This design comes from an exercise in tuning for small area and a short achievable clock period on the open sky130 flow, not from production work. At most, simulation tests tie the RTL to the original design; equivalence was not proved.

Setup of north:
==> flow/design.v <==
package md_unit_pkg;
  localparam logic [2:0] MD_MULT  = 3'd0;
  localparam logic [2:0] MD_MULTU = 3'd1;
  localparam logic [2:0] MD_DIV   = 3'd2;
  localparam logic [2:0] MD_DIVU  = 3'd3;
  localparam logic [2:0] MD_MTHI  = 3'd4;
  localparam logic [2:0] MD_MTLO  = 3'd5;
endpackage
import md_unit_pkg::*;
module md_unit (
  input  logic        clk,
  input  logic        reset,
  input  logic        start,
  input  logic [2:0]  md_op,
  input  logic        we_hilo,
  input  logic [31:0] a,
  input  logic [31:0] b,
  output logic        busy,
  output logic [31:0] hi,
  output logic [31:0] lo
);
  logic        busy_q;
  logic        busy_o_q;   
  logic [3:0]  cnt_q;
  logic        first_q;    
  logic        fix_q;      
  logic        last_q;     
  logic        div_q, sgn_q, bh_q;
  logic        aneg_q;     
  logic        kept_q;     
  logic        dig_q;      
  logic [31:0] m_q;      
  logic [32:0] acc_q;    
  logic [31:0] p_q;      
  logic [31:0] hi_q, lo_q;
  wire iter = div_q & !fix_q & !last_q;
  function automatic logic [35:0] add35(input logic [34:0] x, input logic [34:0] y, input logic ci);
    logic [34:0] gb, pb, s;
    logic [9:0] g, p;
    logic c, gg, pp;
    for (int i = 0; i < 35; i++) begin gb[i] = x[i] & y[i]; pb[i] = x[i] ^ y[i]; end
    g[0] = ci; p[0] = 1'b0;
    for (int k = 0; k < 9; k++) begin
      gg = 1'b0; pp = 1'b1;
      for (int i = k*4; i < k*4+4 && i < 35; i++) begin gg = gb[i] | (pb[i] & gg); pp = pp & pb[i]; end
      g[k+1] = gg; p[k+1] = pp;
    end
    for (int l = 0; l < 4; l++)
      for (int i = (1 << (l+1)) - 1; i <= 9; i += (1 << (l+1))) begin
        g[i] = g[i] | (p[i] & g[i - (1 << l)]);
        p[i] = p[i] & p[i - (1 << l)];
      end
    for (int l = 2; l >= 0; l--)
      for (int i = 3 * (1 << l) - 1; i <= 9; i += (1 << (l+1))) begin
        g[i] = g[i] | (p[i] & g[i - (1 << l)]);
        p[i] = p[i] & p[i - (1 << l)];
      end
    for (int k = 0; k < 9; k++) begin
      c = g[k];
      for (int i = k*4; i < k*4+4 && i < 35; i++) begin s[i] = pb[i] ^ c; c = gb[i] | (pb[i] & c); end
    end
    add35 = {g[9], s};
  endfunction
  wire        msx  = sgn_q & m_q[31];
  wire        dneg = msx;                               
  wire [35:0] mx   = {msx, msx, msx, m_q, 1'b0};        
  wire [8:0]  mb   = last_q ? {{8{sgn_q & bh_q}}, bh_q} : {p_q[7:0], bh_q};
  logic [34:0] xs [0:3];
  logic [34:0] ss [0:3];
  logic        sub [0:3];    
  logic        dig [0:3];    
  assign xs[0]  = iter ? {acc_q[32], acc_q, p_q[31]} : {{2{acc_q[32]}}, acc_q};
  assign sub[0] = !acc_q[32];
  for (genvar i = 0; i < 4; i++) begin : g_st
    wire bm1 = mb[2*i];
    wire b0  = mb[2*i+1];
    wire b1  = mb[2*i+2];
    logic one, two, neg;
    assign dig[i] = sub[i] ^ dneg;
    if (i == 0) begin : g_sel0
      assign one = div_q ? !(last_q & kept_q) : (b0 ^ bm1);
      assign neg = div_q ? (last_q ? !dig_q : dig[0]) : b1;
    end else begin : g_sel
      assign one = div_q | (b0 ^ bm1);
      assign neg = div_q ? dig[i] : b1;
    end
    assign two = !div_q & ((b1 & !b0 & !bm1) | (!b1 & b0 & bm1));
    wire [34:0] pp;
    for (genvar j = 0; j < 35; j++) begin : g_pp
      assign pp[j] = ((one & mx[j+1]) | (two & mx[j])) ^ neg;
    end
    wire [35:0] sm = add35(xs[i], pp, neg);
    assign ss[i] = sm[34:0];
    if (i < 3) begin : g_nx
      assign sub[i+1] = !ss[i][34];
      assign xs[i+1]  = div_q ? {ss[i][32], ss[i][32:0], p_q[30-i]} : {{2{ss[i][34]}}, ss[i][34:2]};
    end
  end
  wire zt  = (ss[0] == 35'd0);
  wire zr  = (acc_q == 33'd0);
  wire fix = zt | (aneg_q ? (!acc_q[32] & !zr) : acc_q[32]);
  function automatic logic [30:0] inc31(input logic [30:0] v);
    logic [30:0] o;
    logic        all;
    all = 1'b1;
    for (int k = 0; k < 31; k++) begin
      o[k] = v[k] ^ all;
      all  = all & v[k];
    end
    inc31 = o;
  endfunction
  wire [31:0] quo = {(fix & dig[0]) ? inc31(p_q[30:0]) : p_q[30:0], !fix};
  wire op_end = busy_q && last_q;
  wire res_wr = op_end && (!div_q || m_q != 32'd0);
  wire        wr_mt = !(busy_q | start | !we_hilo | !md_op[2] | md_op[1]);
  wire        wr_hi = wr_mt & !md_op[0];
  wire        wr_lo = wr_mt &  md_op[0];
  wire [31:0] hi_e  = res_wr ? ss[0][31:0] : hi_q;
  wire [31:0] lo_e  = res_wr ? p_q : lo_q;
  always_ff @(posedge clk or negedge reset) begin
    if (!reset) begin
      busy_q   <= 1'b0;
      busy_o_q <= 1'b0;
      hi_q     <= '0;
      lo_q     <= '0;
    end else begin
      if (!busy_q && start && !md_op[2]) busy_q <= 1'b1;
      else if (op_end) busy_q <= 1'b0;
      busy_o_q <= busy_q ? !op_end : (start && !md_op[2]);
      hi_q <= wr_hi ? a : hi_e;
      lo_q <= wr_lo ? a : lo_e;
    end
  end
  always_ff @(posedge clk) begin
    first_q <= !busy_q;
    fix_q   <= busy_q && div_q && (cnt_q == 4'd7);
    last_q  <= busy_q && (cnt_q == (div_q ? 4'd8 : 4'd3));
    if (!busy_q) begin
      cnt_q <= '0;
      div_q <= md_op[1];
      sgn_q <= !md_op[0];
      bh_q  <= 1'b0;
      m_q   <= b;
      p_q   <= a;
      acc_q <= {33{a[31] & md_op[1] & !md_op[0]}};
    end else begin
      cnt_q <= cnt_q + 4'd1;
      if (!div_q) begin
        acc_q <= ss[3][34:2];
        p_q   <= {ss[3][1:0], ss[2][1:0], ss[1][1:0], ss[0][1:0], p_q[31:8]};
        bh_q  <= p_q[7];
      end else if (fix_q) begin
        acc_q  <= ss[0][32:0];
        p_q    <= quo;
        kept_q <= fix;
        dig_q  <= dig[0];
      end else begin
        acc_q <= ss[3][32:0];
        p_q   <= {p_q[27:0], dig[0], dig[1], dig[2], dig[3]};
      end
      if (first_q) aneg_q <= sgn_q & p_q[31];
    end
  end
  assign busy = busy_o_q;
  assign hi   = hi_q;
  assign lo   = lo_q;
endmodule
==> flow/config.mk <==
export PLATFORM = sky130hd
export DESIGN_NAME = md_unit
export DESIGN_NICKNAME = md_unit
export VERILOG_FILES = /design/flow/design.v
export SDC_FILE = /design/flow/constraint.sdc
export NUM_CORES = 4
export LEC_CHECK = 0
export ABC_AREA = 1
export CAP_MARGIN = 20
export CORE_MARGIN = 2
export CORE_UTILIZATION = 65
export PLACE_DENSITY = 0.75
export SLEW_MARGIN = 20
==> flow/constraint.sdc <==
create_clock -name core_clock -period 100.0 [get_ports {clk}]
set_input_delay 20.0000 -clock core_clock [delete_from_list [all_inputs] [get_ports {clk}]]
set_output_delay 20.0000 -clock core_clock [all_outputs]
set_load 0.01 [all_outputs]
standard.sh (not shown) runs the stock make flow with config.mk's settings and CLKGATE_MAP_FILE= SYNTH_SCRIPT=/design/flow/synth_recipe.tcl, a recipe that flattens the netlist after the stock synthesis.
==> flow/flow/run.sh <==
#!/bin/bash
set -o pipefail
export BUFFER_PORTS_ARGS="-buffer_cell sky130_fd_sc_hd__buf_2"
export CTS_ARGS="-sink_clustering_enable -repair_clock_nets -root_buf sky130_fd_sc_hd__clkbuf_16 -buf_list sky130_fd_sc_hd__clkbuf_8 -dont_use_dummy_load"
bash standard.sh > standard.log 2>&1
### north -> south
--- a/flow/design.v
+++ b/flow/design.v
@@ -21,6 +21,8 @@
 );
   logic        busy_q;
   logic        busy_o_q;   
+  logic        idle_q;     
+  logic        res_q;      
   logic [3:0]  cnt_q;
   logic        first_q;    
   logic        fix_q;      
@@ -111,22 +113,25 @@
   endfunction
   wire [31:0] quo = {(fix & dig[0]) ? inc31(p_q[30:0]) : p_q[30:0], !fix};
   wire op_end = busy_q && last_q;
-  wire res_wr = op_end && (!div_q || m_q != 32'd0);
-  wire        wr_mt = !(busy_q | start | !we_hilo | !md_op[2] | md_op[1]);
+  wire        wr_mt = idle_q & !start & we_hilo & md_op[2] & !md_op[1];
   wire        wr_hi = wr_mt & !md_op[0];
   wire        wr_lo = wr_mt &  md_op[0];
-  wire [31:0] hi_e  = res_wr ? ss[0][31:0] : hi_q;
-  wire [31:0] lo_e  = res_wr ? p_q : lo_q;
+  wire [31:0] hi_e  = res_q ? ss[0][31:0] : hi_q;
+  wire [31:0] lo_e  = res_q ? p_q : lo_q;
   always_ff @(posedge clk or negedge reset) begin
     if (!reset) begin
       busy_q   <= 1'b0;
       busy_o_q <= 1'b0;
+      idle_q   <= 1'b1;
+      res_q    <= 1'b0;
       hi_q     <= '0;
       lo_q     <= '0;
     end else begin
       if (!busy_q && start && !md_op[2]) busy_q <= 1'b1;
       else if (op_end) busy_q <= 1'b0;
       busy_o_q <= busy_q ? !op_end : (start && !md_op[2]);
+      idle_q   <= busy_q ? op_end : !(start && !md_op[2]);
+      res_q    <= busy_q && !last_q && (cnt_q == (div_q ? 4'd8 : 4'd3)) && (!div_q || m_q != 32'd0);
       hi_q <= wr_hi ? a : hi_e;
       lo_q <= wr_lo ? a : lo_e;
     end
Findings:
- south finished all stages; the layout is clean.
- Xor-xnor portion of the synthesized cell area: north vs south — no meaningful difference
- A worst-path cell with the longest stage delay of nand2_1 is what north shows, while nor2_1 belongs to south.
- south vs north: number of combinational gates with multiple inputs down slightly
- Higher final weighted congestion in routability-driven placement was reported by south, not north.
- Compared with north, total standard cell area after synthesis in south increased slightly.
- Delta (south minus north): setup slack now smaller; cell count after synthesis now larger.
- As far as final critical-path share of the clock period is concerned, north and south perform about the same.
- north -> south: number of rows created at floorplan delta 0, exact match
- ~same count of fill cells added during filler insertion in north and south
- In the flow results for north and south, the post-detailed-placement cell area is larger on south.
- Between north and south, the difference in synthesis-to-layout area growth is negligible.
The RTL of north was laid out without a check of its function.

afterwards: timing with drivers on the ports:
In the flow no input, the clock included, has a driving cell. The finished layouts below were timed again as built, in two steps. Step 1 (the two cells are an assumption about what drives the block):
set clk [get_ports {clk}]
set_driving_cell -lib_cell sky130_fd_sc_hd__clkbuf_16 $clk
set_driving_cell -lib_cell sky130_fd_sc_hd__buf_2 [delete_from_list [all_inputs] $clk]
Step 2 adds t to the input delays and takes it off the output delays; t is the mean of the earliest and latest rising clock arrival at the registers after step 1. Input paths then give back, and output paths get back, about the clock's delay inside the block. Slacks: ideal ports / drivers / drivers and shift; pairs: ideal ports / drivers.
run | t (ns) | setup slack, ns | worst setup path at the end | worst slew at a driven data input, ns | pins driven straight from the clock port
north | 0.456 | 78.023 / 78.052 / 77.596 | input to register | 0.04 | 1
south | 0.447 | 77.906 / 77.941 / 77.494 | input to register | 0.03 | 1
After both steps setup and hold are still met in every run listed. For north, which loses most, drivers alone change the setup slack by +0.029 ns; drivers and shift together by -0.427 ns.
